Context: an optimization exercise on an open-source flow, tuned for a short achievable clock period and few clock cycles. The choices shown serve that exercise and are no tape-out recipe.
Function was checked by simulation only, so behaviour that the tests miss may differ from the original.
Power is estimated from default activity; no workload was simulated.

## north
==> module cellMux2i, before the edit <==
module cellMux2i (input wire s, input wire a1, input wire a0, output wire y);
    assign y = ~(s ? a1 : a0);
endmodule
==> module cellA221o, before the edit <==
module cellA221o (input wire a1, input wire a2, input wire b1, input wire b2, input wire c,
                  output wire y);
    assign y = (a1 & a2) | (b1 & b2) | c;
endmodule
==> module barrelShift, before the edit <==
module barrelShift #(
    parameter int RIGHT = 0
) (
    input  wire [31:0] na,
    input  wire [4:0]  sh,
    output wire [31:0] y
);
    wire [191:0] v;           
    assign v[31:0] = na;
    genvar l, i;
    generate
        for (l = 0; l < 5; l++) begin : gLevel
            for (i = 0; i < 32; i++) begin : gBit
                if (RIGHT) begin : gRight
                    cellMux2i uM (.s(sh[l]), .a1(v[l*32+i]),
                                  .a0(i + (1 << l) < 32 ? v[l*32+i+(1<<l)] : v[l*32+31]),
                                  .y(v[(l+1)*32+i]));
                end else begin : gLeft
                    cellMux2i uM (.s(sh[l]),
                                  .a1(i >= (1 << l) ? v[l*32+i-(1<<l)] : ((l % 2 == 0) ? 1'b1 : 1'b0)),
                                  .a0(v[l*32+i]), .y(v[(l+1)*32+i]));
                end
            end
        end
    endgenerate
    assign y = v[191:160];
endmodule
==> module alu, before the edit <==
module alu (
    input  wire [31:0] na,
    input  wire [31:0] nb,
    input  wire        sub,
    input  wire [4:0]  shamt,
    input  wire [4:0]  nShamtR,   
    input  wire [3:0]  sel,       
    output wire [31:0] sum,       
    output wire [31:0] sum2,      
    output wire [31:0] rest
);
    wire [31:0] a   = ~na;
    wire [31:0] b   = ~nb;
    wire [31:0] sll;
    wire [31:0] sra;
    wire [31:0] t;                
    wire [31:0] logic_;           
    barrelShift #(.RIGHT(0)) uSll (.na(na), .sh(shamt), .y(sll));
    barrelShift #(.RIGHT(1)) uSra (.na(na), .sh(nShamtR), .y(sra));
    genvar i;
    generate
        for (i = 0; i < 32; i++) begin : gT
            cellXor2 uT (.a(nb[i]), .b(sub), .y(t[i]));
            cellA221o uRest (.a1(sel[2]), .a2(sll[i]), .b1(sel[3]), .b2(sra[i]), .c(logic_[i]),
                             .y(rest[i]));
        end
    endgenerate
    ksAdd #(.SUB(0), .INV(1), .CIN(1), .DUP(1)) uAdd (.a(na), .b(t), .cin(sub), .s(sum), .s2(sum2));
    assign logic_ = ({32{sel[0]}} & (a & b)) | ({32{sel[1]}} & (a | b));
endmodule
==> flow/config.mk <==
export PLATFORM = sky130hd
export DESIGN_NAME = processor
export DESIGN_NICKNAME = processor
export VERILOG_FILES = /design/flow/design.v
export SDC_FILE = /design/flow/constraint.sdc
export NUM_CORES = 4
export LEC_CHECK = 0
export CAP_MARGIN = 20
export CELL_PAD_IN_SITES_DETAIL_PLACEMENT = 1
export CELL_PAD_IN_SITES_GLOBAL_PLACEMENT = 2
export CORE_MARGIN = 2
export CORE_UTILIZATION = 30
export PLACE_DENSITY = 0.45
export SETUP_SLACK_MARGIN = 5.0
export SLEW_MARGIN = 20
export SYNTH_HIERARCHICAL = 1
export TNS_END_PERCENT = 25
==> flow/constraint.sdc <==
create_clock -name core_clock -period 8.0 [get_ports {clock}]
set_input_delay 1.6000 -clock core_clock [delete_from_list [all_inputs] [get_ports {clock}]]
set_output_delay 1.6000 -clock core_clock [all_outputs]
set_load 0.01 [all_outputs]
standard.sh (not shown) runs the stock make flow with config.mk's settings and CLKGATE_MAP_FILE= SYNTH_SCRIPT=/design/flow/synth_recipe.tcl, a recipe that flattens the netlist after the stock synthesis.
==> flow/flow/run.sh <==
#!/bin/bash
# Standard layout (the standard.sh, standard synthesis unchanged) with two
# changes: the port buffers use buf_6 instead of the smallest buffer the
# resizer picks by default, and timing repair may change a cell's footprint
# (sizing across cell variants). Every tool's output goes to flow_make.log
# here; ORFS keeps its per-step logs under orfs/logs.
set -euo pipefail
bash standard.sh MATCH_CELL_FOOTPRINT=0 "BUFFER_PORTS_ARGS=-buffer_cell sky130_fd_sc_hd__buf_6" finish > flow_make.log 2>&1
north has completed all stages; timing, DRC and antenna checks passed.
Testbench counts of north, summed over its fixed seeds: cycles 16,852.
#### Input delta (south over north)
--- a/flow/design.v
+++ b/flow/design.v
@@ -42,17 +42,10 @@
     assign y = ~((a & b) | (c & d));
 endmodule
 module cellInv (input wire a, output wire y);
     assign y = ~a;
 endmodule
-module cellMux2i (input wire s, input wire a1, input wire a0, output wire y);
-    assign y = ~(s ? a1 : a0);
-endmodule
-module cellA221o (input wire a1, input wire a2, input wire b1, input wire b2, input wire c,
-                  output wire y);
-    assign y = (a1 & a2) | (b1 & b2) | c;
-endmodule
 module cellNor2 (input wire a, input wire b, output wire y);
     assign y = ~(a | b);
 endmodule
 module cellOr2 (input wire a, input wire b, output wire y);
     assign y = a | b;
@@ -182,28 +175,27 @@
     endgenerate
 endmodule
 module barrelShift #(
     parameter int RIGHT = 0
 ) (
-    input  wire [31:0] na,
+    input  wire [31:0] a,
     input  wire [4:0]  sh,
     output wire [31:0] y
 );
     wire [191:0] v;           
-    assign v[31:0] = na;
+    assign v[31:0] = a;
     genvar l, i;
     generate
         for (l = 0; l < 5; l++) begin : gLevel
             for (i = 0; i < 32; i++) begin : gBit
                 if (RIGHT) begin : gRight
-                    cellMux2i uM (.s(sh[l]), .a1(v[l*32+i]),
-                                  .a0(i + (1 << l) < 32 ? v[l*32+i+(1<<l)] : v[l*32+31]),
-                                  .y(v[(l+1)*32+i]));
+                    cellMux2 uM (.s(sh[l]), .a1(v[l*32+i]),
+                                 .a0(i + (1 << l) < 32 ? v[l*32+i+(1<<l)] : v[l*32+31]),
+                                 .y(v[(l+1)*32+i]));
                 end else begin : gLeft
-                    cellMux2i uM (.s(sh[l]),
-                                  .a1(i >= (1 << l) ? v[l*32+i-(1<<l)] : ((l % 2 == 0) ? 1'b1 : 1'b0)),
-                                  .a0(v[l*32+i]), .y(v[(l+1)*32+i]));
+                    cellMux2 uM (.s(sh[l]), .a1(i >= (1 << l) ? v[l*32+i-(1<<l)] : 1'b0),
+                                 .a0(v[l*32+i]), .y(v[(l+1)*32+i]));
                 end
             end
         end
     endgenerate
     assign y = v[191:160];
@@ -222,23 +214,21 @@
     wire [31:0] a   = ~na;
     wire [31:0] b   = ~nb;
     wire [31:0] sll;
     wire [31:0] sra;
     wire [31:0] t;                
-    wire [31:0] logic_;           
-    barrelShift #(.RIGHT(0)) uSll (.na(na), .sh(shamt), .y(sll));
-    barrelShift #(.RIGHT(1)) uSra (.na(na), .sh(nShamtR), .y(sra));
+    barrelShift #(.RIGHT(0)) uSll (.a(a), .sh(shamt), .y(sll));
+    barrelShift #(.RIGHT(1)) uSra (.a(a), .sh(nShamtR), .y(sra));
     genvar i;
     generate
         for (i = 0; i < 32; i++) begin : gT
             cellXor2 uT (.a(nb[i]), .b(sub), .y(t[i]));
-            cellA221o uRest (.a1(sel[2]), .a2(sll[i]), .b1(sel[3]), .b2(sra[i]), .c(logic_[i]),
-                             .y(rest[i]));
         end
     endgenerate
     ksAdd #(.SUB(0), .INV(1), .CIN(1), .DUP(1)) uAdd (.a(na), .b(t), .cin(sub), .s(sum), .s2(sum2));
-    assign logic_ = ({32{sel[0]}} & (a & b)) | ({32{sel[1]}} & (a | b));
+    assign rest = ({32{sel[0]}} & (a & b)) | ({32{sel[1]}} & (a | b)) |
+                  ({32{sel[2]}} & sll) | ({32{sel[3]}} & sra);
 endmodule
 `default_nettype wire
 `timescale 1ns/1ps
 `default_nettype none
 module mulStage2 (
From north to south the numbers moved as follows: global-route usage now sits higher, post-layout worst setup margin now sits lower, fmax now sits lower. Between south and north, the sequential cell area figures differ only marginally. Compared with north, south improves worst hold slack after final layout. First-pass GRT wire length for south is higher than for north. Post-layout total power: north and south compared, lower one is north. north -> south: met3 wire length decreased by a few percent. Sort north and south by area of all placed cells without fillers asc -> top: north.
Testbench counts of south, summed over its fixed seeds: cycles 16,852.

re-timing with driven ports:
No port has a modelled driver above. Below, the same layouts with a new extraction and two added sets of constraints. Step 1 assumes that a clkbuf_16 drives the clock port and a buf_2 every other input. Step 2 moves the port delays by t, midway between the first and last clock arrival at a register: inputs arrive t later, outputs are due t later. That takes back most of the time a late clock gives input paths. a / b / c = ideal / step 1 / step 2; a / b = the first two.
| run | shift t [ns] | slack for setup (ns) | worst setup path at the end | cell pins on the clock port's net |
|---|---|---|---|---|
| north | 0.833 | 4.723 / 4.723 / 4.016 | input to register | 1 |
| south | 0.847 | 4.487 / 4.487 / 3.961 | input to register | 1 |
After both steps setup and hold are still met in every run listed. For north, which loses most, drivers alone change the setup slack by 0.000 ns; drivers and shift together by -0.707 ns.
